This is an optimization exercise on Yosys and OpenROAD, whose aim is small area, a short achievable clock period and few clock cycles, not a production implementation. In this exercise RTL edits were held to simulation tests only and were not proved equivalent to the original.

==> flow/design.v, too long to show whole: its modules and the start of the top module <==
// module mm_engine: 3149 lines
// module mm_sys_top: 134 lines
module mm_sys_top (
  input  wire                          arm_clk,
  input  wire                          rst,
  input  wire                          job_valid,
  input  wire [3:0]                    job_m,
  input  wire [3:0]                    job_n,
  input  wire [3:0]                    job_p,
  input  wire                          data_valid,
  input  wire [31:0]                   data_word,
  output logic                         result_valid,
  output logic [31:0]                  result_data,
  output logic                         busy,
  output logic                         done
);
  // ...
==> flow/flow/run.sh <==
#!/bin/bash
set -e
echo "export SETUP_SLACK_MARGIN = 6.3" >> config.mk
bash standard.sh > standard.log 2>&1
==> flow/standard.sh <==
#!/bin/bash
# synth_recipe.tcl (not shown) runs the flow's synth.tcl, then flattens the netlist and writes it again
# the make line also repeats each setting of config.mk as NAME=value (left out here)
make -C /OpenROAD-flow-scripts/flow DESIGN_CONFIG=/design/flow/config.mk WORK_HOME=/design/flow/orfs CLKGATE_MAP_FILE= SYNTH_SCRIPT=/design/flow/synth_recipe.tcl "${@:-finish}"
==> flow/config.mk <==
export PLATFORM = sky130hd
export DESIGN_NAME = mm_sys_top
export DESIGN_NICKNAME = mm_sys_top
export VERILOG_FILES = /design/flow/design.v
export SDC_FILE = /design/flow/constraint.sdc
export NUM_CORES = 4
export LEC_CHECK = 0
export ABC_AREA = 1
export ABC_CLOCK_PERIOD_IN_PS = 3000
export CAP_MARGIN = 20
export CELL_PAD_IN_SITES_DETAIL_PLACEMENT = 1
export CORE_MARGIN = 2
export CORE_UTILIZATION = 30
export CTS_CLUSTER_DIAMETER = 150
export CTS_CLUSTER_SIZE = 20
export PLACE_DENSITY = 0.4
export SLEW_MARGIN = 20
export SYNTH_MEMORY_MAX_BITS = 16384
export SETUP_SLACK_MARGIN = 6.3
==> flow/constraint.sdc <==
create_clock -name core_clock -period 10.0 [get_ports {arm_clk}]
set_input_delay 2.0000 -clock core_clock [delete_from_list [all_inputs] [get_ports {arm_clk}]]
set_output_delay 2.0000 -clock core_clock [all_outputs]
set_load 0.01 [all_outputs]
==> flow_metrics.py, run 1 <==
metrics = {
    "clocking": {
        "clockBufferDepth": 3,
        "cts_buffers": 74,
        "cts.sinks": 1293,
        "cts-root-buf": "clkbuf_16",
        "ctsHoldBuffers": 0,
    },
    "critical_path": {
        "r2r_cells": 14,
        "worst-path-buf-inv": 6,
        "crit_arrival_ps": 4270,
        "crit_path_start_kind": "input port",
        "crit_top_cell": "buf_12",
        "r2r_setup_slack_ps": 6380,
        "path_cells": "clkdlybuf4s50_1 -> nand3_4 -> nor2_4 -> buf_12 -> buf_12 -> inv_8 -> buf_8 -> buf_12 -> nor2_1 -> a31oi_1",
        "endpoint_kind": "flop",
        "crit_fanout": 43,
        "max_stage_delay_ps": 530,
    },
    "synth": {
        "yosys_warnings": 2,
        "ys_ff_latch": 1293,
        "yosysMostFrequentCell": "nand2_1",
        "synthDistinctLibCells": 43,
        "yosys_most_used_dff": "edfxtp_1",
        "synth_top_family_by_area": "adder cells",
    },
    "final_layout": {
        "layout_common_cells": "nand2_1 (1346), edfxtp_1 (1043), inv_1 (959)",
        "nMultiInputCombCells": 2519,
        "final_common_cell": "nand2_1",
        "fin_area_mm2": 0.0668,
        "reg_top3": "fr (512), wc (512)",
        "area_share_clock_buf_inv": 0.0332,
    },
    "die": {
        "io_pins": 83,
        "fp.coreArea_mm2": 0.200,
        "die_w_um": 453,
    },
    "timing": {
        "setup_viol": 0,
        "slew_viol_final": 0,
    },
    "global_routing": {
        "met1_usage": 0.258,
    },
    "placement": {
        "dp.cells": 7549,
        "gp_congestion": 0.893,
    },
    "status": {
        "status": "complete, no violations",
    },
    "worst_hold_path": {
        "hp-start": "v1",
    },
    "detailed_routing": {
        "viasPerCell": 4.66,
        "wl_met1_mm": 88.4,
        "routed_wl_mm": 184,
    },
}
Testbench counts, summed over its fixed seeds: cycles 5,136.
==> inputs of run 2 (changes only) <==
--- a/flow/config.mk
+++ b/flow/config.mk
@@ -7,3 +7,2 @@
 export LEC_CHECK = 0
-export ABC_AREA = 1
 export ABC_CLOCK_PERIOD_IN_PS = 3000
==> run 2 against run 1 <==
Effect of this change: via count shrank 11%; utilization up 0.41 points; area after synthesis fell by 3.5%; hold slack better by 19 ps; fmax is 2.0% lower.
==> flow_metrics.py, run 2 <==
metrics = {
    "synth": {
        "yosysTopAreaCellShare": 0.536,
        "synthArstFlopShare": 0.00696,
        "synth_nets": 4433,
        "seq_area_frac_synth": 0.623,
        "syn_inst": 3878,
        "ys_ff_latch": 1293,
        "synth_edf_count": 1043,
        "avgSynthCellArea_um2": 15.1,
        "yosys_warnings": 2,
        "yosys-top-cells-count": "edfxtp_1 (1043), inv_1 (543), fa_1 (479), and2_1 (379), dfxtp_1 (241)",
        "yosys_most_used_dff": "edfxtp_1",
        "synth.top_cells.by_area": "edfxtp_1 (54%), fa_1 (16%), dfxtp_1 (8.3%)",
        "synthesis.area_mm2": 0.0584,
        "synthDistinctLibCells": 62,
        "yosysMostFrequentCell": "edfxtp_1",
        "yosysTopAreaCell": "edfxtp_1",
    },
    "final_layout": {
        "final_util": 0.338,
        "syn2layout_area_growth_pct": 11.7,
        "layout_common_cells": "edfxtp_1 (1043), inv_1 (534), fa_1 (473)",
        "fin_area_mm2": 0.0652,
        "final_common_cell": "edfxtp_1",
        "drive_gt1_frac": 0.0709,
        "reg_top3": "fr (512), wc (512)",
        "fin_nets": 4512,
    },
    "timing": {
        "tightest_slew_ps": 1090,
        "slew_viol_final": 0,
        "relSlewSlack": 0.272,
        "setup_viol": 0,
        "fin_skew_ps": 35.1,
        "fin_setup_tns_ps": 0,
        "hold_violations": 0,
        "final_period_minus_worst_setup_slack_ps": 3730,
        "rsz0062_at_grt": "yes",
        "max_freq_mhz": 268,
        "min_period_over_period": 0.373,
    },
    "critical_path": {
        "endpoint_kind": "flop",
        "crit_fanout": 4,
        "r2r-end": "result_data[17]",
        "r2r_setup_slack_ps": 6270,
        "r2r_cells": 12,
        "crit_arrival_ps": 4340,
        "setup.worst_path.start": "u_dot.r1417",
        "crit-reg2reg-launch": "u_dot.r1417",
        "path_class": "reg -> reg",
        "crit_path_start_kind": "flop",
        "critical_path_required_ps": 10600,
    },
    "placement": {
        "io_buffers": 79,
        "gp_congestion": 0.863,
        "dp_hpwl_mm": 125,
        "dpl-instance-area_mm2": 0.0622,
    },
    "worst_hold_path": {
        "min_path_type": "reg -> reg",
        "hold_path_end": "v1",
        "hp-start": "ov",
        "hold_depth": 0,
    },
    "die": {
        "die_area_mm2": 0.198,
        "fp.coreArea_mm2": 0.193,
        "die_h_um": 445,
        "io_pins": 83,
        "start_util": 0.303,
        "die_w_um": 445,
        "num_rows": 161,
    },
    "status": {
        "status": "complete, no violations",
    },
    "global_routing": {
        "grt_pass1_vias": 34885,
        "antenna_found_initial": 21,
        "track_usage": 0.179,
        "grt_first_pass_wirelength_mm": 256,
        "grt.overflow.total": 0,
        "grt_max_degree": 79,
    },
    "clocking": {
        "ctsHoldBuffers": 0,
        "cts_tree": "done",
        "cts-root-buf": "clkbuf_16",
        "clk_transition_reported_paths_ps": 80,
        "cts_buffers": 76,
        "htree_levels": 3,
        "worst_skew_pair.late_latency_ps": 720,
        "cts.sinks": 1293,
        "clockBufferDepth": 3,
    },
    "job": {
        "drv_cap": 0,
    },
    "detailed_routing": {
        "wl_per_cell_um": 27.2,
        "viasPerCell": 4.89,
        "drc": 0,
        "routed_wl_mm": 178,
        "antenna_left": 0,
        "vias": 32066,
        "first_pass_iters": 5,
        "drt_iter0_drc": 2704,
    },
}
## run 2: cell types whose count changed after synthesis, moves of 49 or more
cell,before,now
a21oi_1,98,13
a22o_1,47,144
a22oi_1,1,224
and2_1,0,379
buf_2,57,8
clkbuf_1,154,85
inv_1,960,543
nand2_1,1350,145
## run 2: layout make-up
| class | count | area (µm²) |
|---|---|---|
| well taps | 2526 | 3160 |
| repair inverters | 1 | 7.51 |
| flip-flops and latches | 1293 | 36500 |
| fillers | 19943 | 128000 |
| clock inverters | 9 | 110 |
| repair buffers | 143 | 1570 |
| clock buffers | 131 | 2150 |
| inverters | 544 | 2050 |
| diodes | 7 | 17.5 |
| multi-input cells | 1898 | 19700 |
## run 2: worst max path at each step
| stage | to | slack, ps | depth (start not counted) |
|---|---|---|---|
| after floorplan | wc[0] | 3170 | 6 |
| after global routing | result_data[17] | 6160 | 15 |
| after global placement | wc[186] | 3710 | 6 |
| after detailed placement | wc[250] | 3660 | 6 |
| final | result_data[17] | 6270 | 12 |
| after CTS | result_data[17] | 6240 | 12 |
## run 2: worst max-delay path, stage by stage, from the launching register on
cell	delay, ps
dfxtp_2	330
fa_2	390
fa_1	470
fa_1	490
inv_1	50
fa_1	490
inv_2	50
ha_4	220
or2_2	300
a21oi_4	150
a21oi_4	60
or2_4	280
o311a_1	340
## run 2: logic make-up (layout without fill, tap and decap cells)
family,count (synthesis),in the layout,synth area share
xor gates and xnor gates,21,21,0.00315
muxes,7,7,0.00240
and+or+nand+nor,662,665,0.0613
adders and majority gates,507,507,0.170
buffers and inverters,690,828,0.0454
other,0,7,0
DFF,1293,1293,0.623
AOI/OAI and AO/OA,698,698,0.0947
## run 2: metrics by stage
stage	cells	worst slack (ps)	hold WS (ps)
3_3_place_gp	6383	3710	362
5_1_grt	6547	6160	396
6_report	6552	6270	381
3_5_place_dp	6383	3660	372
2_1_floorplan	3878	3170	331
4_1_cts	6541	6240	386
## run 2: layer usage
layer | GRT usage | part of all wire | vias to the layer above
li1 | - | - | 13956
met1 | 0.263 | 0.48 | 17335
met2 | 0.286 | 0.46 | 629
met3 | 0.0167 | 0.036 | 146
met4 | 0.0380 | 0.015 | 0
met5 | 0 | 0 | -
## run 2: timing repair
action                                  4_1_cts  5_1_grt
setup buffers                                12        2
gates resized for setup                     129       50
pin swaps                                    22       15
gates cloned                                  6        2
endpoints found under the setup margin      930      432
==> inputs of run 3 (changes only) <==
--- a/flow/config.mk
+++ b/flow/config.mk
@@ -12,4 +12,4 @@
 export CORE_UTILIZATION = 30
-export CTS_CLUSTER_DIAMETER = 150
-export CTS_CLUSTER_SIZE = 20
+export CTS_CLUSTER_DIAMETER = 180
+export CTS_CLUSTER_SIZE = 25
 export PLACE_DENSITY = 0.4
==> run 3 against run 2 <==
Effect of this change: sequential share of layout area grew 0.57 points; still clean; critical path type unchanged; wire length shrank 0.48%; largest cell class unchanged; fmax shrank 0.11%.
==> flow_metrics.py, run 3 <==
metrics = {
    "timing": {
        "setup_viol": 0,
        "fin_skew_ps": 24.9,
        "relSlewSlack": 0.281,
        "rsz0062_at_grt": "yes",
        "slew_viol_final": 0,
        "whs_ps": 385,
        "fin_setup_tns_ps": 0,
        "final_period_minus_worst_setup_slack_ps": 3740,
        "min_period_over_period": 0.374,
        "max_freq_mhz": 268,
        "tightest_slew_ps": 1070,
        "hold_violations": 0,
    },
    "clocking": {
        "clk_transition_reported_paths_ps": 100,
        "cts_tree": "done",
        "worst_skew_pair.late_latency_ps": 720,
        "cts.sinks": 1293,
        "clockBufferDepth": 3,
        "cts_buffers": 57,
        "ctsHoldBuffers": 0,
        "cts-root-buf": "clkbuf_16",
        "htree_levels": 2,
    },
    "synth": {
        "yosysTopAreaCellShare": 0.536,
        "synth_nets": 4433,
        "yosys_warnings": 2,
        "synth_xor_area_frac": 0.00315,
        "synthesis.area_mm2": 0.0584,
        "synth.top_cells.by_area": "edfxtp_1 (54%), fa_1 (16%), dfxtp_1 (8.3%)",
        "synth-simple-area-share": 0.0613,
        "synthDistinctLibCells": 62,
        "synth_edf_count": 1043,
        "avgSynthCellArea_um2": 15.1,
        "synthArstFlopShare": 0.00696,
        "syn_inst": 3878,
        "synth_top_family_by_area": "adder cells",
        "yosys_most_used_dff": "edfxtp_1",
        "yosysTopAreaCell": "edfxtp_1",
        "yosysMostFrequentCell": "edfxtp_1",
        "ys_ff_latch": 1293,
        "yosys-top-cells-count": "edfxtp_1 (1043), inv_1 (543), fa_1 (479), and2_1 (379), dfxtp_1 (241)",
        "synth_fa_ha_area_frac": 0.170,
        "seq_area_frac_synth": 0.623,
        "synthMuxAreaShare": 0.00240,
        "synth_compound_area_frac": 0.0947,
    },
    "critical_path": {
        "max_stage_delay_ps": 510,
        "path_class": "reg -> reg",
        "crit_arrival_ps": 4340,
        "crit_slowest_cell": "fa_1",
        "crit_path_start_kind": "flop",
        "crit-reg2reg-launch": "u_dot.r1415",
        "crit_family": "adder cells",
        "critical_path_required_ps": 10600,
        "path_cells": "fa_2 -> fa_2 -> fa_1 -> inv_1 -> fa_1 -> inv_2 -> ha_4 -> and3_4 -> nand3_4 -> nor4_4 -> buf_4 -> or2_4 -> o311a_1",
        "worst-path-buf-inv": 3,
        "setup.worst_path.start": "u_dot.r1415",
        "crit_fanout": 4,
        "endpoint_kind": "flop",
    },
    "global_routing": {
        "grt_max_degree": 79,
        "grt.overflow.total": 0,
        "track_usage": 0.177,
        "grt_first_pass_wirelength_mm": 255,
        "grt_pass1_vias": 34641,
        "antenna_found_initial": 23,
    },
    "die": {
        "num_rows": 161,
        "die_w_um": 445,
        "die_area_mm2": 0.198,
        "io_pins": 83,
        "start_util": 0.303,
        "die_h_um": 445,
        "fp.coreArea_mm2": 0.193,
    },
    "detailed_routing": {
        "vias": 31810,
        "viasPerCell": 4.88,
        "drc": 0,
        "drt_iter0_drc": 2604,
        "first_pass_iters": 5,
        "antenna_left": 0,
        "routed_wl_mm": 177,
        "wl_per_cell_um": 27.2,
    },
    "final_layout": {
        "fill_cells": 19966,
        "reg_top3": "fr (512), wc (512)",
        "multiInputGateArea_mm2": 0.0197,
        "seq_area_mm2": 0.0365,
        "fin_nets": 4490,
        "final_common_cell": "edfxtp_1",
        "syn2layout_area_growth_pct": 10.6,
        "layout_common_cells": "edfxtp_1 (1043), inv_1 (535), fa_1 (473)",
        "drive_gt1_frac": 0.0640,
        "fin_area_mm2": 0.0646,
    },
    "placement": {
        "gp_congestion": 0.863,
        "io_buffers": 79,
        "dpl-instance-area_mm2": 0.0622,
        "dp_hpwl_mm": 125,
    },
    "worst_hold_path": {
        "min_path_type": "reg -> reg",
        "hp-start": "ov",
    },
    "job": {
        "drv_cap": 0,
    },
    "status": {
        "status": "complete, no violations",
    },
}
-- run 3: cell counts after synthesis --
No cell type changed its count.
-- run 3: kinds of logic after synthesis --
| kind of cell | after synthesis |
|---|---|
| compound gates | 698 |
| flops | 1293 |
| mux | 7 |
| buf+inv | 690 |
| simple gates | 662 |
| xor+xnor | 21 |
| fa+ha+maj | 507 |
-- run 3: path summary, 6_finish.rpt --
kind	slack [ps]	cells past startpoint	to
min in group asynchronous	1520	2	done
max in group asynchronous	8220	2	busy
hold reg to reg	390	0	v1
setup / recovery	6260	13	result_data[17]
hold / removal	390	0	v1
setup reg to reg	6260	13	result_data[17]
-- run 3: final cells by class --
cell class                 count  share of cell area
timing repair inverter         1            0.000116
clock inverter                 4             0.00105
tap                         2526              0.0489
inverter                     544              0.0317
antenna                        3            0.000116
sequential                  1293               0.565
clock buffer                 103              0.0249
timing repair buffer         140              0.0230
multi-input combinational   1898               0.305
-- run 3: worst register-to-register path, cell delays in order (launching register included) --
cell	delay, ps
dfxtp_2	340
fa_2	470
fa_2	370
fa_1	510
inv_1	50
fa_1	490
inv_2	50
ha_4	220
and3_4	190
nand3_4	110
nor4_4	60
buf_4	170
or2_4	270
o311a_1	340
-- run 3: repair_timing --
action,in CTS,in global routing
setup buffers,11,2
resized for setup,123,52
hold endpoints to repair,0,0
cloned,6,0
endpoints found under the setup margin,931,500
pin swaps,20,12
-- run 3: layer usage --
layer | global-route usage | up-vias | part of all wire
met4 | 0.0289 | 0 | 0.014
met2 | 0.287 | 601 | 0.47
li1 | - | 13879 | -
met1 | 0.264 | 17198 | 0.49
met5 | 0 | - | 0
met3 | 0.0136 | 132 | 0.033
-- run 3: stage by stage --
| stage | setup WS [ps] | utilization | std cells |
|---|---|---|---|
| 6_report | 6260 | 0.335 | 6512 |
| 5_1_grt | 6150 | 0.335 | 6510 |
| 4_1_cts | 6090 | 0.334 | 6507 |
| 3_5_place_dp | 3660 | 0.322 | 6383 |
| 3_3_place_gp | 3710 | 0.322 | 6383 |
| 2_1_floorplan | 3170 | - | 3878 |

[afterwards: timing with drivers on the ports]
Ports are ideal in the flow. The routed layouts listed here were re-timed in OpenROAD. Step 1 assumes that a clkbuf_16 drives the clock port and a buf_2 every other input. Step 2, shift: input delay + t, output delay - t, t = (earliest + latest rising clock arrival at the registers) / 2. This alone moves slack from input paths to output paths. Slacks: ideal / step 1 / step 2; pairs: ideal / step 1.
| run | shift t [ns] | slack for setup (ns) | worst setup path at the end | worst register clock-pin slew, ns |
|---|---|---|---|---|
| run 1 | 0.793 | 6.341 / 6.292 / 5.599 | input to register | 0.09 / 0.09 |
| run 2 | 0.786 | 6.267 / 6.267 / 5.617 | input to register | 0.09 / 0.09 |
| run 3 | 0.792 | 6.263 / 6.263 / 5.597 | input to register | 0.11 / 0.11 |
After both steps every run listed still meets setup and hold. For run 1, which loses most, drivers alone change the setup slack by -0.049 ns; drivers and shift together by -0.742 ns.
